Source: an optimization exercise on an open RTL-to-GDS flow (aim: small area). Production flows keep margins and buffers that such runs may drop.
Only simulation tests tie the RTL to the original design; equivalence was not proved.
Power figures rest on the tool's default switching activity, not on a simulated workload.

## qpu_exu
module qpu_exu
(
  input  logic    clk,
  input  logic    i_arst_n,
  input  logic    i_instr_valid,
  output logic    o_instr_ready,
  input  qpu_pkg::instr_t  i_instr,
  output logic    o_tiq_valid,
  input  logic    i_tiq_ready,
  output qpu_pkg::time_t   o_tiq_time,
  output logic    o_evq_valid,
  input  logic    i_evq_ready,
  output qpu_pkg::time_t   o_evq_time,
  output qpu_pkg::qubits_t o_evq_qubits,
  input  logic    i_mcu_valid,
  input  qpu_pkg::qubits_t i_mcu_result,
  output logic    o_wb_valid,
  output qpu_pkg::rfidx_t  o_wb_rdidx,
  output qpu_pkg::data_t   o_wb_data
);
Size: ~620 flip-flops, ~130 I/O pins.
==> flow/config.mk <==
export PLATFORM = sky130hd
export DESIGN_NAME = qpu_exu
export DESIGN_NICKNAME = qpu_exu
export VERILOG_FILES = /design/flow/design.v
export SDC_FILE = /design/flow/constraint.sdc
export NUM_CORES = 4
export LEC_CHECK = 0
export CAP_MARGIN = 20
export CORE_MARGIN = 2
export CORE_UTILIZATION = 40
export SLEW_MARGIN = 20
export SYNTH_HIERARCHICAL = 1
export SYNTH_MINIMUM_KEEP_SIZE = 0
==> flow/constraint.sdc <==
create_clock -name core_clock -period 9.0 [get_ports {clk}]
set_input_delay 1.8000 -clock core_clock [delete_from_list [all_inputs] [get_ports {clk}]]
set_output_delay 1.8000 -clock core_clock [all_outputs]
set_load 0.01 [all_outputs]
standard.sh (not shown) runs the stock make flow with config.mk's settings and CLKGATE_MAP_FILE= SYNTH_SCRIPT=/design/flow/synth_recipe.tcl, a recipe that flattens the netlist after the stock synthesis.
==> flow/flow/run.sh <==
#!/bin/bash
# Standard ORFS layout with smaller port buffers and a leaner clock tree.
set -euo pipefail
bash standard.sh \
  BUFFER_PORTS_ARGS="-buffer_cell sky130_fd_sc_hd__buf_1" \
  CTS_ARGS="-sink_clustering_enable -repair_clock_nets -dont_use_dummy_load -buf_list sky130_fd_sc_hd__clkbuf_16 -sink_clustering_size 30 -sink_clustering_max_diameter 60" \
  finish > standard.log 2>&1
Rerun with:
==> flow/flow/run.sh (replaced) <==
#!/bin/bash
# Standard ORFS layout with smaller port buffers and a leaner clock tree.
set -euo pipefail
bash standard.sh \
  BUFFER_PORTS_ARGS="-buffer_cell sky130_fd_sc_hd__buf_1" \
  CTS_ARGS="-sink_clustering_enable -repair_clock_nets -dont_use_dummy_load -buf_list sky130_fd_sc_hd__clkbuf_16 -sink_clustering_size 30 -sink_clustering_max_diameter 90" \
  finish > standard.log 2>&1
- CAP_MARGIN: 20 -> 10
- SLEW_MARGIN: 20 -> 10
Worst hold slack gets worse by 0.0044 ns. Clock skew decreases by 0.015 ns. Count of clock-buffer cells in the layout goes down by 15.
Rerun with:
==> flow/flow/run.sh (replaced) <==
#!/bin/bash
# Standard ORFS layout with smaller port buffers and a leaner clock tree.
set -euo pipefail
bash standard.sh \
  BUFFER_PORTS_ARGS="-buffer_cell sky130_fd_sc_hd__buf_1" \
  CTS_ARGS="-sink_clustering_enable -repair_clock_nets -dont_use_dummy_load -buf_list sky130_fd_sc_hd__clkbuf_16 -sink_clustering_size 24 -sink_clustering_max_diameter 70" \
  finish > standard.log 2>&1
Flip-flop and latch count stays the same.
Synthesized cell count is unchanged.
Routed wire length rises by 0.50%.
Design area rose by 0.91%.
Setup slack degrades by 0.050 ns.
Die area does not change.
Count of clock-buffer cells in the layout goes up by 10.
Maximum frequency shrinks by about 0.6%.


Another version of the RTL of qpu_exu (not shown whole).
Size in the first run: ~2000 cells after synthesis, ~0.024 sq mm of cells after synthesis.
==> flow/config.mk <==
export PLATFORM = sky130hd
export DESIGN_NAME = qpu_exu
export DESIGN_NICKNAME = qpu_exu
export VERILOG_FILES = /design/flow/design.v
export SDC_FILE = /design/flow/constraint.sdc
export NUM_CORES = 4
export LEC_CHECK = 0
export CAP_MARGIN = 10
export CORE_MARGIN = 2
export CORE_UTILIZATION = 50
export SLEW_MARGIN = 10
export SYNTH_HIERARCHICAL = 1
export SYNTH_MINIMUM_KEEP_SIZE = 0
==> flow/constraint.sdc <==
create_clock -name core_clock -period 9.0 [get_ports {clk}]
set_input_delay 1.8000 -clock core_clock [delete_from_list [all_inputs] [get_ports {clk}]]
set_output_delay 1.8000 -clock core_clock [all_outputs]
set_load 0.01 [all_outputs]
==> flow/flow/run.sh <==
#!/bin/bash
# Standard ORFS layout with smaller port buffers and a leaner clock tree.
set -euo pipefail
bash standard.sh \
  BUFFER_PORTS_ARGS="-buffer_cell sky130_fd_sc_hd__buf_1" \
  CTS_ARGS="-sink_clustering_enable -repair_clock_nets -dont_use_dummy_load -buf_list sky130_fd_sc_hd__clkbuf_16 -sink_clustering_size 30 -sink_clustering_max_diameter 80" \
  finish > standard.log 2>&1
The baseline finished with timing, DRC and antenna clean.
Change:
- CORE_UTILIZATION: 50 -> 35
After rerunning:
- The changed run finished with timing, DRC and antenna clean
- design area went up slightly
- non-clock buffer count climbs by 3
- clock-buffer cell count went down by 5


Setup of red:
qpu_exu again, from the RTL that the note above started with.
## qpu_exu
module qpu_exu
(
  input  logic    clk,
  input  logic    i_arst_n,
  input  logic    i_instr_valid,
  output logic    o_instr_ready,
  input  qpu_pkg::instr_t  i_instr,
  output logic    o_tiq_valid,
  input  logic    i_tiq_ready,
  output qpu_pkg::time_t   o_tiq_time,
  output logic    o_evq_valid,
  input  logic    i_evq_ready,
  output qpu_pkg::time_t   o_evq_time,
  output qpu_pkg::qubits_t o_evq_qubits,
  input  logic    i_mcu_valid,
  input  qpu_pkg::qubits_t i_mcu_result,
  output logic    o_wb_valid,
  output qpu_pkg::rfidx_t  o_wb_rdidx,
  output qpu_pkg::data_t   o_wb_data
);
==> flow/config.mk <==
export PLATFORM = sky130hd
export DESIGN_NAME = qpu_exu
export DESIGN_NICKNAME = qpu_exu
export VERILOG_FILES = /design/flow/design.v
export SDC_FILE = /design/flow/constraint.sdc
export NUM_CORES = 4
export LEC_CHECK = 0
export CAP_MARGIN = 0
export CORE_MARGIN = 2
export CORE_UTILIZATION = 40
export SLEW_MARGIN = 0
export SYNTH_HIERARCHICAL = 1
export SYNTH_MINIMUM_KEEP_SIZE = 0
==> flow/constraint.sdc <==
create_clock -name core_clock -period 9.0 [get_ports {clk}]
set_input_delay 1.8000 -clock core_clock [delete_from_list [all_inputs] [get_ports {clk}]]
set_output_delay 1.8000 -clock core_clock [all_outputs]
set_load 0.01 [all_outputs]
Scripts as last shown in full above: flow/flow/run.sh
red finished end to end and its layout was clean on timing, DRC and antenna.
Modified inputs, blue compared to red
Settings: a change of SLEW_MARGIN from 0 to 10; a change of CAP_MARGIN from 0 to 10; a change of CORE_UTILIZATION from 40 to 30.
Findings:
Compared with red, in blue global-route usage lost 7.3 points; power density relative to cell area shows an increase of 2.4%; design internal power moved up; number of detailed-route iterations in the first pass has increased.
The clock share of power number comes out higher for blue vs red.
Net load switching power went up by a few percent going from red to blue.
Measured against red, the total number of placement rows of blue comes out at 1.16 times the reference value.
blue and red ended up with nearly the same maximum cell stage delay along the critical path.
blue vs red on growth of design area from synthesis to finish: blue is the higher one.
For green, these inputs were changed with respect to blue:
Settings: CORE_UTILIZATION changed from 30 to 40.
==> flow/flow/run.sh <==
#!/bin/bash
# Standard ORFS layout with smaller port buffers and a leaner clock tree.
set -euo pipefail
bash standard.sh \
  BUFFER_PORTS_ARGS="-buffer_cell sky130_fd_sc_hd__buf_1" \
  CTS_ARGS="-sink_clustering_enable -repair_clock_nets -dont_use_dummy_load -buf_list sky130_fd_sc_hd__clkbuf_16 -sink_clustering_size 30 -sink_clustering_max_diameter 85" \
  finish > standard.log 2>&1
[summary]
Routability congestion estimate: blue and green compared, higher one is green. Compared with blue, in green count of routing violations after the opening detailed-route iteration has increased; complex-gate fraction of the synthesized area closely matched the old numbers. Clock skew for green: 0.035 ns down relative to blue. green against blue: clock-pin slew reported for the worst setup and hold paths after clock tree synthesis has increased, total length of routed wires lost 2.5%, final worst-path setup slack up 0.13 ns, combinational fraction of design power moved up, post-synthesis instance total about even. green: final cell count 264 below blue.
diff inputs: green => orange
==> flow/flow/run.sh <==
#!/bin/bash
# Standard ORFS layout with smaller port buffers and a leaner clock tree.
set -euo pipefail
bash standard.sh \
  BUFFER_PORTS_ARGS="-buffer_cell sky130_fd_sc_hd__buf_1" \
  CTS_ARGS="-sink_clustering_enable -repair_clock_nets -dont_use_dummy_load -buf_list sky130_fd_sc_hd__clkbuf_16 -sink_clustering_size 30 -sink_clustering_max_diameter 80" \
  finish > standard.log 2>&1
Findings:
orange: flow completed, timing, DRC and antenna clean
Diff green..orange | number of nets with antenna violations after routing | unchanged
The worst hold slack in orange sits 0.0052 ns below the value recorded for green.
orange vs green — minimum setup slack among reg-to-reg paths rose 0.09 ns.
Via count (lower): green


qpu_exu, a different RTL version from the one above (not shown whole).
Size: roughly 2000 cells after synthesis, about 620 flip-flops, ~130 I/O pins, roughly 24000 um^2 of cells after synthesis.
==> flow/config.mk <==
export PLATFORM = sky130hd
export DESIGN_NAME = qpu_exu
export DESIGN_NICKNAME = qpu_exu
export VERILOG_FILES = /design/flow/design.v
export SDC_FILE = /design/flow/constraint.sdc
export NUM_CORES = 4
export LEC_CHECK = 0
export CAP_MARGIN = 10
export CORE_MARGIN = 2
export CORE_UTILIZATION = 40
export SLEW_MARGIN = 10
export SYNTH_HIERARCHICAL = 1
export SYNTH_MINIMUM_KEEP_SIZE = 0
==> flow/constraint.sdc <==
create_clock -name core_clock -period 9.0 [get_ports {clk}]
set_input_delay 1.8000 -clock core_clock [delete_from_list [all_inputs] [get_ports {clk}]]
set_output_delay 1.8000 -clock core_clock [all_outputs]
set_load 0.01 [all_outputs]
==> flow/flow/run.sh <==
#!/bin/bash
# Standard ORFS layout with smaller port buffers and a leaner clock tree.
set -euo pipefail
bash standard.sh \
  BUFFER_PORTS_ARGS="-buffer_cell sky130_fd_sc_hd__buf_1" \
  CTS_ARGS="-sink_clustering_enable -repair_clock_nets -dont_use_dummy_load -buf_list sky130_fd_sc_hd__clkbuf_16 -sink_clustering_size 36 -sink_clustering_max_diameter 80" \
  finish > standard.log 2>&1
The first run finished clean.
Next try:
==> flow/flow/run.sh (replaced) <==
#!/bin/bash
# Standard ORFS layout with smaller port buffers and a leaner clock tree.
set -euo pipefail
bash standard.sh \
  BUFFER_PORTS_ARGS="-buffer_cell sky130_fd_sc_hd__buf_1" \
  CTS_ARGS="-sink_clustering_enable -repair_clock_nets -dont_use_dummy_load -buf_list sky130_fd_sc_hd__clkbuf_16 -sink_clustering_size 30 -sink_clustering_max_diameter 80" \
  RECOVER_POWER=100 \
  finish > standard.log 2>&1
After rerunning: Now the flow finished with max-capacitance violations, max-slew violations left. Clock-buffer cell count stays the same. Non-clock buffer count is unchanged. Setup slack gets worse by 34 ps. Power barely changes. Synthesized area is unchanged.
Next try:
==> flow/flow/run.sh (replaced) <==
#!/bin/bash
# Standard ORFS layout with smaller port buffers and a leaner clock tree.
set -euo pipefail
bash standard.sh \
  BUFFER_PORTS_ARGS="-buffer_cell sky130_fd_sc_hd__buf_1" \
  CTS_ARGS="-sink_clustering_enable -repair_clock_nets -dont_use_dummy_load -buf_list sky130_fd_sc_hd__clkbuf_16 -sink_clustering_size 24 -sink_clustering_max_diameter 70" \
  finish > standard.log 2>&1
Settings changed: CORE_UTILIZATION 40 to 55.
Effect: The changed run finished clean; wire length stays flat; sequential cell count stays the same; power goes up by 3.0%.
Next try:
==> flow/flow/run.sh (replaced) <==
#!/bin/bash
# Standard ORFS layout with smaller port buffers and a leaner clock tree.
set -euo pipefail
bash standard.sh \
  BUFFER_PORTS_ARGS="-buffer_cell sky130_fd_sc_hd__buf_1" \
  CTS_ARGS="-sink_clustering_enable -repair_clock_nets -dont_use_dummy_load -buf_list sky130_fd_sc_hd__clkbuf_16 -sink_clustering_size 30 -sink_clustering_max_diameter 80" \
  finish > standard.log 2>&1
Settings changed: GPL_TIMING_DRIVEN set to 0.
=> The new run went through all stages and came out clean. Sequential share of layout area came out lower by 1.0 points. Routed wire length goes down by 2.6%. Worst setup slack gets worse by 590 ps. Die area is unchanged. Sequential power hardly moves. Cell count is lower by 0.56%. Final area rises by 2.2%. Maximum frequency fell by 6.8%. Via count falls by 0.77%. Total power came out lower by 1.1%.


## cedar
qpu_exu again, from the RTL that the note above started with.
## qpu_exu
module qpu_exu
(
  input  logic    clk,
  input  logic    i_arst_n,
  input  logic    i_instr_valid,
  output logic    o_instr_ready,
  input  qpu_pkg::instr_t  i_instr,
  output logic    o_tiq_valid,
  input  logic    i_tiq_ready,
  output qpu_pkg::time_t   o_tiq_time,
  output logic    o_evq_valid,
  input  logic    i_evq_ready,
  output qpu_pkg::time_t   o_evq_time,
  output qpu_pkg::qubits_t o_evq_qubits,
  input  logic    i_mcu_valid,
  input  qpu_pkg::qubits_t i_mcu_result,
  output logic    o_wb_valid,
  output qpu_pkg::rfidx_t  o_wb_rdidx,
  output qpu_pkg::data_t   o_wb_data
);
Settings: LEC_CHECK=0, CAP_MARGIN=10, CORE_MARGIN=2, CORE_UTILIZATION=40, PLACE_DENSITY=0.8, SLEW_MARGIN=10, SYNTH_HIERARCHICAL=1, SYNTH_MINIMUM_KEEP_SIZE=0; clock period 9.0 ns.
==> flow/flow/run.sh <==
#!/bin/bash
# Standard ORFS layout with smaller port buffers and a leaner clock tree.
set -euo pipefail
bash standard.sh \
  BUFFER_PORTS_ARGS="-buffer_cell sky130_fd_sc_hd__buf_1" \
  CTS_ARGS="-sink_clustering_enable -repair_clock_nets -dont_use_dummy_load -buf_list sky130_fd_sc_hd__clkbuf_16 -sink_clustering_size 30 -sink_clustering_max_diameter 80" \
  finish > standard.log 2>&1
The flow did not stop early for cedar: all stages ran, and the layout cleared the timing, DRC and antenna checks.
## Diff of input files: ember against cedar
- PLACE_DENSITY removed (was 0.8)
### Flow results
ember -> cedar: number of non-clock inverters in the layout delta 0, exact match. Between cedar and ember, the global-route usage is lower for cedar. Compared with cedar, ember ends up with a smaller final cell area. ember vs cedar: met2 wirelength from detailed routing up. Compared with cedar, ember shows number of global-route vias before repair lower by 1083. Diff cedar -> ember: multi-input combinational area share rose 0.32 points, power per standard cell area rose 3.4 mW/mm².
The inputs of nickel differ from those of ember as listed below.
==> flow/flow/run.sh <==
#!/bin/bash
# Standard ORFS layout with smaller port buffers and a leaner clock tree.
set -euo pipefail
bash standard.sh \
  BUFFER_PORTS_ARGS="-buffer_cell sky130_fd_sc_hd__buf_1" \
  CTS_ARGS="-sink_clustering_enable -repair_clock_nets -dont_use_dummy_load -buf_list \"sky130_fd_sc_hd__clkbuf_8 sky130_fd_sc_hd__clkbuf_16\" -sink_clustering_size 30 -sink_clustering_max_diameter 80" \
  finish > standard.log 2>&1
Findings:
- nickel is listed as incomplete: the tool reported an error in clock tree synthesis and the run ended there.
- Synthesized area per cell: ember vs nickel identical
- nickel -> ember: net count of the mapped netlist delta 0, exact match
- Taking ember as the reference, in nickel fraction of the mapped netlist area in adder cells about even; final weighted congestion of routability-driven global placement barely changed; number of enable-type register cells in the synthesized netlist held steady.
- In terms of post-synthesis share of cell area spent on xor and xnor gates, nickel and ember differ only marginally.
- Between nickel and ember, the mux contribution to synthesized area does not differ in any meaningful way.
- ember → nickel: simple-gate area share of the yosys netlist did not really move; detailed-placement wirelength estimate did not really move.

## port drivers added, routing unchanged
How much do the figures lean on ideal ports? The routed layouts below were timed once more, with nothing changed but the port constraints.
Step 1: set_driving_cell puts a clkbuf_16 on clk and a buf_2 on each other input, an assumption about the parent block.
Step 2 adds t to the input delays and takes it off the output delays; t is the mean of the earliest and latest rising clock arrival at the registers after step 1. Input paths then give back, and output paths get back, about the clock's delay inside the block.
a / b / c = ideal / step 1 / step 2; a / b = the first two.
run	t, ns	setup WS [ns]	worst setup path at the end	slew at the worst register clock pin (ns)	pins driven straight from the clock port
the first run of note 1	0.653	0.667 / 0.682 / 0.028	input to register	0.11 / 0.11	1
the second run of note 1	0.684	0.805 / 0.818 / 0.133	input to register	0.12 / 0.12	1
the third run of note 1	0.635	0.755 / 0.766 / 0.131	input to register	0.10 / 0.10	1
the first run of note 2	0.639	0.417 / 0.455 / -0.183	input to register	0.11 / 0.11	1
the second run of note 2	0.680	0.712 / 0.737 / 0.057	input to register	0.11 / 0.11	1
red	0.691	0.516 / 0.547 / -0.144	input to register	0.11 / 0.11	1
blue	0.645	0.335 / 0.359 / -0.286	input to register	0.12 / 0.12	1
green	0.683	0.465 / 0.495 / -0.188	input to register	0.12 / 0.12	1
orange	0.691	0.516 / 0.547 / -0.144	input to register	0.11 / 0.11	1
the first run of note 4	0.672	0.480 / 0.490 / -0.182	input to register	0.11 / 0.11	1
the second run of note 4	0.667	0.446 / 0.455 / -0.212	input to register	0.12 / 0.12	1
the third run of note 4	0.647	0.824 / 0.865 / 0.218	input to register	0.10 / 0.10	1
the fourth run of note 4	0.641	0.230 / 0.261 / -0.380	input to register	0.12 / 0.12	1
cedar	0.650	0.485 / 0.480 / -0.170	input to register	0.12 / 0.12	1
ember	0.672	0.480 / 0.490 / -0.182	input to register	0.11 / 0.11	1
The setup slack of the second run of note 1, which loses most, moves by +0.013 ns with the drivers and by -0.672 ns with both steps.
